From an optimization exercise on the open Yosys and OpenROAD flow, aimed at a short achievable clock period and few clock cycles per item; shortcuts taken in it are not production practice. Only simulation tests tie the RTL to the original design; equivalence was not proved. No activity file was given, so power comes from the tool's default toggle rates.

== job 101 ==
// rv_exec_top
module rv_exec_top
#(
  parameter int XLEN = XLEN_DEFAULT
) (
  input  logic            in_clk,
  input  logic            in_rst,
  input  logic            instr_valid_i,
  output logic                 instr_ready_o,
  input  logic [4:0]        op_i,
  input  logic [4:0]      rd_i,
  input  logic [4:0]      rs1_i,
  input  logic [4:0]      rs2_i,
  input  logic [XLEN-1:0] imm_i,
  input  logic [XLEN-1:0] pc_i,
  output logic                 res_valid_o,
  input  logic            res_ready_i,
  output logic [4:0]           res_rd_o,
  output logic [XLEN-1:0]      res_data_o
);
  logic                accept;
  logic                hold;
  logic [NUM_REGS-1:0] rsel1;
  logic [NUM_REGS-1:0] rsel2;
  logic [3:0][XLEN-1:0] rgrp1;
  logic [3:0][XLEN-1:0] rgrp2;
  logic                d_valid;
  logic [4:0]          d_rd;
  logic [XLEN-1:0]     d_a;
  logic [XLEN-1:0]     d_b;
  logic                d_fx1;
  logic                d_fx2;
  logic                d_fr1;
  logic                d_fr2;
  logic                d_inv;
  logic                d_sgn;
  logic                d_sel_add;
  logic                d_sel_lt;
  logic                d_log_and;
  logic                d_log_xor;
  logic                d_sel_sll;
  logic                d_sel_sr;
  logic                d_sra;
  logic                x_valid;
  ...
==> flow/config.mk <==
export PLATFORM = sky130hd
export DESIGN_NAME = rv_exec_top
export DESIGN_NICKNAME = rv_exec_top
export VERILOG_FILES = /design/flow/design.v
export SDC_FILE = /design/flow/constraint.sdc
export NUM_CORES = 4
export LEC_CHECK = 0
export CAP_MARGIN = 20
export CORE_MARGIN = 2
export CORE_UTILIZATION = 65
export CTS_CLUSTER_DIAMETER = 100
export CTS_CLUSTER_SIZE = 25
export SETUP_SLACK_MARGIN = 3.2
export SLEW_MARGIN = 20
export SYNTH_HIERARCHICAL = 1
==> flow/constraint.sdc <==
create_clock -name core_clock -period 5.5 [get_ports {in_clk}]
set_input_delay 1.1000 -clock core_clock [delete_from_list [all_inputs] [get_ports {in_clk}]]
set_output_delay 1.1000 -clock core_clock [all_outputs]
set_load 0.01 [all_outputs]
run.sh (not shown) runs the stock make flow with config.mk's settings and CLKGATE_MAP_FILE= SYNTH_SCRIPT=/design/flow/synth_recipe.tcl, a recipe that flattens the netlist after the stock synthesis.
Every stage of the flow completed for job 101, and the final layout passed the timing, design-rule and antenna checks.
Testbench counts of job 101, summed over its fixed seeds: cycles 12,250, items 12,000.
## Diff of input files: job 102 against job 101
--- a/flow/design.v
+++ b/flow/design.v
@@ -75,14 +75,15 @@
   input  logic [4:0]          op_i,
   input  logic [4:0]          rd_i,
   input  logic [4:0]          rs1_i,
   input  logic [4:0]          rs2_i,
   input  logic [XLEN-1:0]     imm_i,
   input  logic [XLEN-1:0]     pc_i,
   output logic                hold_o,
+  output logic                held_o,
   output logic [NUM_REGS-1:0] rsel1_o,
   output logic [NUM_REGS-1:0] rsel2_o,
   input  logic [3:0][XLEN-1:0] rgrp1_i,
   input  logic [3:0][XLEN-1:0] rgrp2_i,
   input  logic [XLEN-1:0]     r_data_i,
   input  logic                x_valid_i,
   input  logic [4:0]          x_rd_i,
@@ -109,14 +110,15 @@
   logic [4:0]      s_rd;
   logic [4:0]      s_rs1;
   logic [4:0]      s_rs2;
   logic [XLEN-1:0] s_imm;
   logic [XLEN-1:0] s_pc;
   logic            f_stall;
   assign hold_o = f_stall && (s_valid || accept_i);
+  assign held_o = s_valid;
   always_ff @(posedge in_clk or negedge in_rst) begin
     if (!in_rst) begin
       s_valid <= 1'b0;
     end else begin
       s_valid <= hold_o;
     end
   end
@@ -601,35 +603,47 @@
 ) (
   input  logic            in_clk,
   input  logic            in_rst,
   input  logic            instr_valid_i,
   output logic            instr_ready_o,
   output logic            accept_o,
   input  logic            hold_i,
+  input  logic            held_i,
   input  logic            r_valid_i,
   input  logic [4:0]      r_rd_i,
   input  logic [XLEN-1:0] r_data_i,
   output logic            res_valid_o,
   input  logic            res_ready_i,
   output logic [4:0]      res_rd_o,
   output logic [XLEN-1:0] res_data_o
 );
   localparam int CAP = QDEPTH;
   localparam int CW  = $clog2(CAP + 1);
   localparam int PW  = $clog2(QDEPTH);
   logic [CW-1:0] owed;
   logic          pop;
+  logic          started;
+  logic          rdy_int;
+  logic          q_any;
   logic          rdy_inc;
   logic          rdy_same;
-  assign accept_o = instr_valid_i && instr_ready_o;
-  assign pop      = res_valid_o && res_ready_i;
+  assign rdy_int  = started && (owed < CW'(CAP)) && !held_i;
+  assign accept_o = instr_valid_i && rdy_int;
+  assign pop      = q_any && res_ready_i;
   assign rdy_inc  = (owed + CW'(1)) < CW'(CAP);
   assign rdy_same = owed < CW'(CAP);
   always_ff @(posedge in_clk or negedge in_rst) begin
     if (!in_rst) begin
+      started <= 1'b0;
+    end else begin
+      started <= 1'b1;
+    end
+  end
+  always_ff @(posedge in_clk or negedge in_rst) begin
+    if (!in_rst) begin
       owed          <= '0;
       instr_ready_o <= 1'b0;
     end else begin
       case ({accept_o, pop})
         2'b10: begin
           owed          <= owed + CW'(1);
           instr_ready_o <= rdy_inc && !hold_i;
@@ -650,26 +664,35 @@
   logic [PW-1:0]   rptr;
   logic [PW-1:0]   rptr1;
   logic [PW:0]     q_cnt;
   logic [PW:0]     q_cnt_nxt;
   logic [4:0]      hd0_rd, hd1_rd;
   logic [XLEN-1:0] hd0_data, hd1_data;
   assign rptr1     = (rptr == PW'(QDEPTH - 1)) ? '0 : rptr + PW'(1);
-  assign q_cnt_nxt = q_cnt + (PW+1)'(r_valid_i) - (PW+1)'(pop);
+  assign q_any     = (q_cnt != '0);
+  always_comb begin
+    case ({r_valid_i, pop})
+      2'b10:   q_cnt_nxt = q_cnt + (PW+1)'(1);
+      2'b01:   q_cnt_nxt = q_cnt - (PW+1)'(1);
+      default: q_cnt_nxt = q_cnt;
+    endcase
+  end
+  logic q_any_nxt;
+  assign q_any_nxt = (q_cnt >= (PW+1)'(2)) || r_valid_i || (q_any && !pop);
   always_ff @(posedge in_clk or negedge in_rst) begin
     if (!in_rst) begin
       wptr        <= '0;
       rptr        <= '0;
       q_cnt       <= '0;
       res_valid_o <= 1'b0;
     end else begin
       if (r_valid_i) wptr <= (wptr == PW'(QDEPTH - 1)) ? '0 : wptr + PW'(1);
       if (pop)       rptr <= rptr1;
       q_cnt       <= q_cnt_nxt;
-      res_valid_o <= (q_cnt_nxt != '0);
+      res_valid_o <= q_any_nxt;
     end
   end
   always_ff @(posedge in_clk) begin
     if (r_valid_i) begin
       q_rd[wptr]   <= r_rd_i;
       q_data[wptr] <= r_data_i;
     end
@@ -720,14 +743,15 @@
   output logic                 res_valid_o,
   input  logic            res_ready_i,
   output logic [4:0]           res_rd_o,
   output logic [XLEN-1:0]      res_data_o
 );
   logic                accept;
   logic                hold;
+  logic                held;
   logic [NUM_REGS-1:0] rsel1;
   logic [NUM_REGS-1:0] rsel2;
   logic [3:0][XLEN-1:0] rgrp1;
   logic [3:0][XLEN-1:0] rgrp2;
   logic                d_valid;
   logic [4:0]          d_rd;
   logic [XLEN-1:0]     d_a;
@@ -768,14 +792,15 @@
     .op_i        (op_i),
     .rd_i        (rd_i),
     .rs1_i       (rs1_i),
     .rs2_i       (rs2_i),
     .imm_i       (imm_i),
     .pc_i        (pc_i),
     .hold_o      (hold),
+    .held_o      (held),
     .rsel1_o     (rsel1),
     .rsel2_o     (rsel2),
     .rgrp1_i     (rgrp1),
     .rgrp2_i     (rgrp2),
     .r_data_i    (r_data),
     .x_valid_i   (x_valid),
     .x_rd_i      (x_rd),
@@ -827,14 +852,15 @@
   rv_writeback #(.XLEN(XLEN)) u_writeback (
     .in_clk        (in_clk),
     .in_rst        (in_rst),
     .instr_valid_i (instr_valid_i),
     .instr_ready_o (instr_ready_o),
     .accept_o      (accept),
     .hold_i        (hold),
+    .held_i        (held),
     .r_valid_i     (r_valid),
     .r_rd_i        (r_rd),
     .r_data_i      (r_data),
     .res_valid_o   (res_valid_o),
     .res_ready_i   (res_ready_i),
     .res_rd_o      (res_rd_o),
     .res_data_o    (res_data_o)
### Flow results
Job 102: flow completed, timing, DRC and antenna clean. Of job 102 and job 101, job 102 shows the lower number of nets in the synthesized netlist, with job 101 above it. [compare] base=job 101 new=job 102: net count reported at finish decreased 0.45%; setup slack now sits higher. Job 101 has higher count of buffer and inverter cells on the critical path than job 102. | non-clock buffer count | lower: job 101 |. Summary — average instance area after synthesis, job 102 relative to job 101: higher, by 0.97%. Remaining max-slew budget at the tightest pin: job 102 vs job 101 up 0.77 points. [compare] base=job 101 new=job 102: non-filler instance count after layout decreased by 35 relative to the old numbers, pin slew with the least headroom to its limit decreased by 0.011 ns relative to the old numbers. Internal power contribution sits lower in job 102 than in job 101. Summary of job 102 over job 101: count of inverters other than clock inverters in the layout lower, amount of wire on met2 after detailed routing went up by about 0.65%.
Testbench counts of job 102, summed over its fixed seeds: cycles 12,250, items 12,000.

==> what the ideal ports hide <==
How much do the figures lean on ideal ports? The routed layouts below were timed once more, with nothing changed but the port constraints.
Step 1 assumes that a clkbuf_16 drives the clock port and a buf_2 every other input.
Step 2 also shifts input and output timing later by t, the mid clock arrival at the registers, as if the neighbouring blocks saw the same clock.
Slacks: no drivers / after step 1 / after step 2; pairs: no drivers / after step 1.
run	shift t [ns]	setup slack, ns	hold slack, ns	clock arrival spread, ns
job 101	0.855	3.011 / 2.926 / 2.386	0.322 / 0.322 / 0.322	0.048 / 0.049
job 102	0.848	3.093 / 3.026 / 2.498	0.311 / 0.286 / 0.326	0.041 / 0.042
After both steps every run listed still meets setup and hold. For job 101, which loses most, drivers alone change the setup slack by -0.085 ns; drivers and shift together by -0.625 ns.
